This design comes from an exercise in tuning for small area and a short achievable clock period on the open sky130 flow, not from production work.
In this exercise RTL edits were held to simulation tests only and were not proved equivalent to the original.
Power is estimated from default activity; no workload was simulated.

Setup of job 101:
Design cpuTop, start of the top module:
module cpuTop (
	input logic clk,
	input logic rstN,
	input logic [15:0] instr,  
	input cpuPkg::word_t inBus,
	input cpuPkg::word_t ramRData,
	output cpuPkg::addr_t pc,
	output cpuPkg::addr_t ramAddr,
	output cpuPkg::word_t ramWData,
	output logic ramWe  
);
Size: roughly 1800 cells after synthesis, ~87 I/O pins, about 0.025 mm2 of cells after synthesis.
clock: 10.5 ns
lec_check: 0
cap_margin: 20
core_margin: 2
core_utilization: 66
cts_buf_list: sky130_fd_sc_hd__clkbuf_8
cts_cluster_diameter: 50
cts_cluster_size: 16
setup_slack_margin: 4.0
slew_margin: 20
synth_hierarchical: 1
tns_end_percent: 5
standard.sh (not shown) runs the stock make flow with config.mk's settings and CLKGATE_MAP_FILE= SYNTH_SCRIPT=/design/flow/synth_recipe.tcl, a recipe that flattens the netlist after the stock synthesis.
==> flow/flow/run.sh <==
#!/bin/bash
# The standard layout, except that the ports get plain buffers (buf_2) and
# timing repair may not use delay cells. Synthesis runs unchanged first.
set -euo pipefail

PLATFORM_DONT_USE="sky130_fd_sc_hd__probe_p_8 sky130_fd_sc_hd__probec_p_8 sky130_fd_sc_hd__lpflow_bleeder_1 sky130_fd_sc_hd__lpflow_clkbufkapwr_1 sky130_fd_sc_hd__lpflow_clkbufkapwr_16 sky130_fd_sc_hd__lpflow_clkbufkapwr_2 sky130_fd_sc_hd__lpflow_clkbufkapwr_4 sky130_fd_sc_hd__lpflow_clkbufkapwr_8 sky130_fd_sc_hd__lpflow_clkinvkapwr_1 sky130_fd_sc_hd__lpflow_clkinvkapwr_16 sky130_fd_sc_hd__lpflow_clkinvkapwr_2 sky130_fd_sc_hd__lpflow_clkinvkapwr_4 sky130_fd_sc_hd__lpflow_clkinvkapwr_8 sky130_fd_sc_hd__lpflow_decapkapwr_12 sky130_fd_sc_hd__lpflow_decapkapwr_3 sky130_fd_sc_hd__lpflow_decapkapwr_4 sky130_fd_sc_hd__lpflow_decapkapwr_6 sky130_fd_sc_hd__lpflow_decapkapwr_8 sky130_fd_sc_hd__lpflow_inputiso0n_1 sky130_fd_sc_hd__lpflow_inputiso0p_1 sky130_fd_sc_hd__lpflow_inputiso1n_1 sky130_fd_sc_hd__lpflow_inputiso1p_1 sky130_fd_sc_hd__lpflow_inputisolatch_1 sky130_fd_sc_hd__lpflow_isobufsrc_1 sky130_fd_sc_hd__lpflow_isobufsrc_16 sky130_fd_sc_hd__lpflow_isobufsrc_2 sky130_fd_sc_hd__lpflow_isobufsrc_4 sky130_fd_sc_hd__lpflow_isobufsrc_8 sky130_fd_sc_hd__lpflow_isobufsrckapwr_16 sky130_fd_sc_hd__lpflow_lsbuf_lh_hl_isowell_tap_1 sky130_fd_sc_hd__lpflow_lsbuf_lh_hl_isowell_tap_2 sky130_fd_sc_hd__lpflow_lsbuf_lh_hl_isowell_tap_4 sky130_fd_sc_hd__lpflow_lsbuf_lh_isowell_4 sky130_fd_sc_hd__lpflow_lsbuf_lh_isowell_tap_1 sky130_fd_sc_hd__lpflow_lsbuf_lh_isowell_tap_2 sky130_fd_sc_hd__lpflow_lsbuf_lh_isowell_tap_4"
DELAY_CELLS="sky130_fd_sc_hd__clkdlybuf4s15_1 sky130_fd_sc_hd__clkdlybuf4s15_2 sky130_fd_sc_hd__clkdlybuf4s18_1 sky130_fd_sc_hd__clkdlybuf4s18_2 sky130_fd_sc_hd__clkdlybuf4s25_1 sky130_fd_sc_hd__clkdlybuf4s25_2 sky130_fd_sc_hd__clkdlybuf4s50_1 sky130_fd_sc_hd__clkdlybuf4s50_2 sky130_fd_sc_hd__dlygate4sd1_1 sky130_fd_sc_hd__dlygate4sd2_1 sky130_fd_sc_hd__dlygate4sd3_1 sky130_fd_sc_hd__dlymetal6s2s_1 sky130_fd_sc_hd__dlymetal6s4s_1 sky130_fd_sc_hd__dlymetal6s6s_1"

bash standard.sh synth > run_synth.log 2>&1
bash standard.sh "DONT_USE_CELLS=$PLATFORM_DONT_USE $DELAY_CELLS" \
	"BUFFER_PORTS_ARGS=-buffer_cell sky130_fd_sc_hd__buf_2" finish > run_layout.log 2>&1
Relative to job 101, the following input files were edited for job 103:
Settings: changing CORE_UTILIZATION from 66 to 45; changing SETUP_SLACK_MARGIN from 4.0 to 5.0.
[summary]
Final cell count, job 103 vs job 101: up by more than 10%
Compared with job 101, in job 103 design area increased by 0.0029 mm2 relative to the old numbers, share of layout cells above drive strength 1 increased by 8.6 points relative to the old numbers, number of post-CTS setup repair buffers increased by 162 relative to the old numbers.
The higher smallest hold slack of job 101 and job 103 is in job 103.
In the flow results for job 101 and job 103, the peak fanout along the critical path is larger on job 101.
STATUS first-iteration DRC count: job 103 wins against job 101
Note that the number of gates resized after CTS recorded for job 101 amounts to 0.16 times the value seen in job 103.
Looking at clock network power share, job 103 sits 1.9 points above job 101.

---

## exp/umber
Starting RTL as in the previous note.
==> flow/config.mk <==
export PLATFORM = sky130hd
export DESIGN_NAME = cpuTop
export DESIGN_NICKNAME = cpuTop
export VERILOG_FILES = /design/flow/design.v
export SDC_FILE = /design/flow/constraint.sdc
export NUM_CORES = 4
export LEC_CHECK = 0
export CAP_MARGIN = 20
export CORE_MARGIN = 2
export CORE_UTILIZATION = 45
export CTS_BUF_LIST = sky130_fd_sc_hd__clkbuf_8
export CTS_CLUSTER_DIAMETER = 50
export CTS_CLUSTER_SIZE = 16
export SETUP_SLACK_MARGIN = 4.0
export SLEW_MARGIN = 20
export SYNTH_HIERARCHICAL = 1
export TNS_END_PERCENT = 5
==> flow/constraint.sdc <==
create_clock -name core_clock -period 10.5 [get_ports {clk}]
set_input_delay 2.1000 -clock core_clock [delete_from_list [all_inputs] [get_ports {clk}]]
set_output_delay 2.1000 -clock core_clock [all_outputs]
set_load 0.01 [all_outputs]
==> flow/flow/run.sh <==
#!/bin/bash
# The standard layout, except that the ports get plain buffers (buf_2),
# timing repair may not use delay cells, and clock tree synthesis inserts no
# dummy loads. Synthesis runs unchanged first.
set -euo pipefail

PLATFORM_DONT_USE="sky130_fd_sc_hd__probe_p_8 sky130_fd_sc_hd__probec_p_8 sky130_fd_sc_hd__lpflow_bleeder_1 sky130_fd_sc_hd__lpflow_clkbufkapwr_1 sky130_fd_sc_hd__lpflow_clkbufkapwr_16 sky130_fd_sc_hd__lpflow_clkbufkapwr_2 sky130_fd_sc_hd__lpflow_clkbufkapwr_4 sky130_fd_sc_hd__lpflow_clkbufkapwr_8 sky130_fd_sc_hd__lpflow_clkinvkapwr_1 sky130_fd_sc_hd__lpflow_clkinvkapwr_16 sky130_fd_sc_hd__lpflow_clkinvkapwr_2 sky130_fd_sc_hd__lpflow_clkinvkapwr_4 sky130_fd_sc_hd__lpflow_clkinvkapwr_8 sky130_fd_sc_hd__lpflow_decapkapwr_12 sky130_fd_sc_hd__lpflow_decapkapwr_3 sky130_fd_sc_hd__lpflow_decapkapwr_4 sky130_fd_sc_hd__lpflow_decapkapwr_6 sky130_fd_sc_hd__lpflow_decapkapwr_8 sky130_fd_sc_hd__lpflow_inputiso0n_1 sky130_fd_sc_hd__lpflow_inputiso0p_1 sky130_fd_sc_hd__lpflow_inputiso1n_1 sky130_fd_sc_hd__lpflow_inputiso1p_1 sky130_fd_sc_hd__lpflow_inputisolatch_1 sky130_fd_sc_hd__lpflow_isobufsrc_1 sky130_fd_sc_hd__lpflow_isobufsrc_16 sky130_fd_sc_hd__lpflow_isobufsrc_2 sky130_fd_sc_hd__lpflow_isobufsrc_4 sky130_fd_sc_hd__lpflow_isobufsrc_8 sky130_fd_sc_hd__lpflow_isobufsrckapwr_16 sky130_fd_sc_hd__lpflow_lsbuf_lh_hl_isowell_tap_1 sky130_fd_sc_hd__lpflow_lsbuf_lh_hl_isowell_tap_2 sky130_fd_sc_hd__lpflow_lsbuf_lh_hl_isowell_tap_4 sky130_fd_sc_hd__lpflow_lsbuf_lh_isowell_4 sky130_fd_sc_hd__lpflow_lsbuf_lh_isowell_tap_1 sky130_fd_sc_hd__lpflow_lsbuf_lh_isowell_tap_2 sky130_fd_sc_hd__lpflow_lsbuf_lh_isowell_tap_4"
DELAY_CELLS="sky130_fd_sc_hd__clkdlybuf4s15_1 sky130_fd_sc_hd__clkdlybuf4s15_2 sky130_fd_sc_hd__clkdlybuf4s18_1 sky130_fd_sc_hd__clkdlybuf4s18_2 sky130_fd_sc_hd__clkdlybuf4s25_1 sky130_fd_sc_hd__clkdlybuf4s25_2 sky130_fd_sc_hd__clkdlybuf4s50_1 sky130_fd_sc_hd__clkdlybuf4s50_2 sky130_fd_sc_hd__dlygate4sd1_1 sky130_fd_sc_hd__dlygate4sd2_1 sky130_fd_sc_hd__dlygate4sd3_1 sky130_fd_sc_hd__dlymetal6s2s_1 sky130_fd_sc_hd__dlymetal6s4s_1 sky130_fd_sc_hd__dlymetal6s6s_1"

bash standard.sh synth > run_synth.log 2>&1
bash standard.sh "DONT_USE_CELLS=$PLATFORM_DONT_USE $DELAY_CELLS" \
	"BUFFER_PORTS_ARGS=-buffer_cell sky130_fd_sc_hd__buf_2" \
	"CTS_ARGS=-sink_clustering_enable -repair_clock_nets -sink_clustering_size 16 -sink_clustering_max_diameter 50 -buf_list sky130_fd_sc_hd__clkbuf_8 -dont_use_dummy_load" \
	finish > run_layout.log 2>&1
The inputs of exp/cedar differ from those of exp/umber as listed below.
-- flow/flow/run.sh --
<<< exp/umber, line 1
#!/bin/bash
# The standard layout, except that the ports get plain buffers (buf_2),
# timing repair may not use delay cells, and clock tree synthesis inserts no
# dummy loads. Synthesis runs unchanged first.
set -euo pipefail

>>> exp/cedar, line 1
#!/bin/bash
# The standard layout, except that the ports get plain buffers (buf_2) and
# timing repair may not use delay cells. Synthesis runs unchanged first.
set -euo pipefail

<<< exp/umber, line 10
bash standard.sh synth > run_synth.log 2>&1
bash standard.sh "DONT_USE_CELLS=$PLATFORM_DONT_USE $DELAY_CELLS" \
	"BUFFER_PORTS_ARGS=-buffer_cell sky130_fd_sc_hd__buf_2" \
	"CTS_ARGS=-sink_clustering_enable -repair_clock_nets -sink_clustering_size 16 -sink_clustering_max_diameter 50 -buf_list sky130_fd_sc_hd__clkbuf_8 -dont_use_dummy_load" \
	finish > run_layout.log 2>&1
>>> exp/cedar, line 9
bash standard.sh synth > run_synth.log 2>&1
bash standard.sh "DONT_USE_CELLS=$PLATFORM_DONT_USE $DELAY_CELLS" \
	"BUFFER_PORTS_ARGS=-buffer_cell sky130_fd_sc_hd__buf_2" finish > run_layout.log 2>&1
Findings:
exp/cedar ended with every stage complete and zero timing, DRC or antenna violations.
Looking at clock-buffer cell count, exp/cedar sits above exp/umber.
Run comparison: exp/umber uppermost layer routed met5; exp/cedar uppermost layer routed met4
exp/cedar vs. exp/umber: clock network fraction of total power went up; overall routed net length -about 1%.
Diff exp/cedar..exp/umber | synthesized cell count | unchanged
> inputs changed (exp/cedar -> exp/tundra)
- CORE_UTILIZATION now 58, was 45
-- flow/flow/run.sh --
<<< exp/cedar, line 1
#!/bin/bash
# The standard layout, except that the ports get plain buffers (buf_2) and
# timing repair may not use delay cells. Synthesis runs unchanged first.
set -euo pipefail

>>> exp/tundra, line 1
#!/bin/bash
# The standard layout, except that the ports get plain buffers (buf_2),
# timing repair may not use delay cells, and clock tree synthesis inserts no
# dummy loads. Synthesis runs unchanged first.
set -euo pipefail

<<< exp/cedar, line 9
bash standard.sh synth > run_synth.log 2>&1
bash standard.sh "DONT_USE_CELLS=$PLATFORM_DONT_USE $DELAY_CELLS" \
	"BUFFER_PORTS_ARGS=-buffer_cell sky130_fd_sc_hd__buf_2" finish > run_layout.log 2>&1
>>> exp/tundra, line 10
bash standard.sh synth > run_synth.log 2>&1
bash standard.sh "DONT_USE_CELLS=$PLATFORM_DONT_USE $DELAY_CELLS" \
	"BUFFER_PORTS_ARGS=-buffer_cell sky130_fd_sc_hd__buf_2" \
	"CTS_ARGS=-sink_clustering_enable -repair_clock_nets -sink_clustering_size 16 -sink_clustering_max_diameter 50 -buf_list sky130_fd_sc_hd__clkbuf_8 -dont_use_dummy_load" \
	finish > run_layout.log 2>&1
==> comparison <==
- exp/tundra reports a higher combinational group share of total power than exp/cedar does.
- Diff exp/cedar -> exp/tundra: post-route clock skew shows an increase of 0.041 ns; non-clock buffer count shows a reduction of 16%.

## afterwards: timing with drivers on the ports
The flow's constraints put no driver on any port. The routed layouts listed below were extracted and timed again, unchanged, in two steps.
Step 1 sets driving cells, clkbuf_16 on the clock port and buf_2 on the other inputs (assumed; they add their load-dependent delay and slew).
Step 2 times the ports against the registers' clock, not the clock port: input delays grow and output delays shrink by t, the midpoint of the rising clock arrivals with the driver on.
a / b / c = ideal ports / drivers / drivers and shift; a / b = the first two.
run	shift t [ns]	slack for setup (ns)	worst setup path at the end	latest minus earliest clock arrival (ns)	cell pins on the clock port's net
job 101	0.699	3.736 / 3.682 / 3.183	input to register	0.053 / 0.052	1
job 103	0.736	4.101 / 4.007 / 3.419	input to register	0.043 / 0.043	1
exp/umber	0.698	3.744 / 3.705 / 3.180	input to register	0.137 / 0.137	1
exp/cedar	0.734	3.835 / 3.799 / 3.185	input to register	0.075 / 0.075	1
exp/tundra	0.675	3.773 / 3.744 / 3.195	input to register	0.119 / 0.120	1
After both steps every run listed still meets setup and hold. For job 103, which loses most, drivers alone change the setup slack by -0.094 ns; drivers and shift together by -0.682 ns.
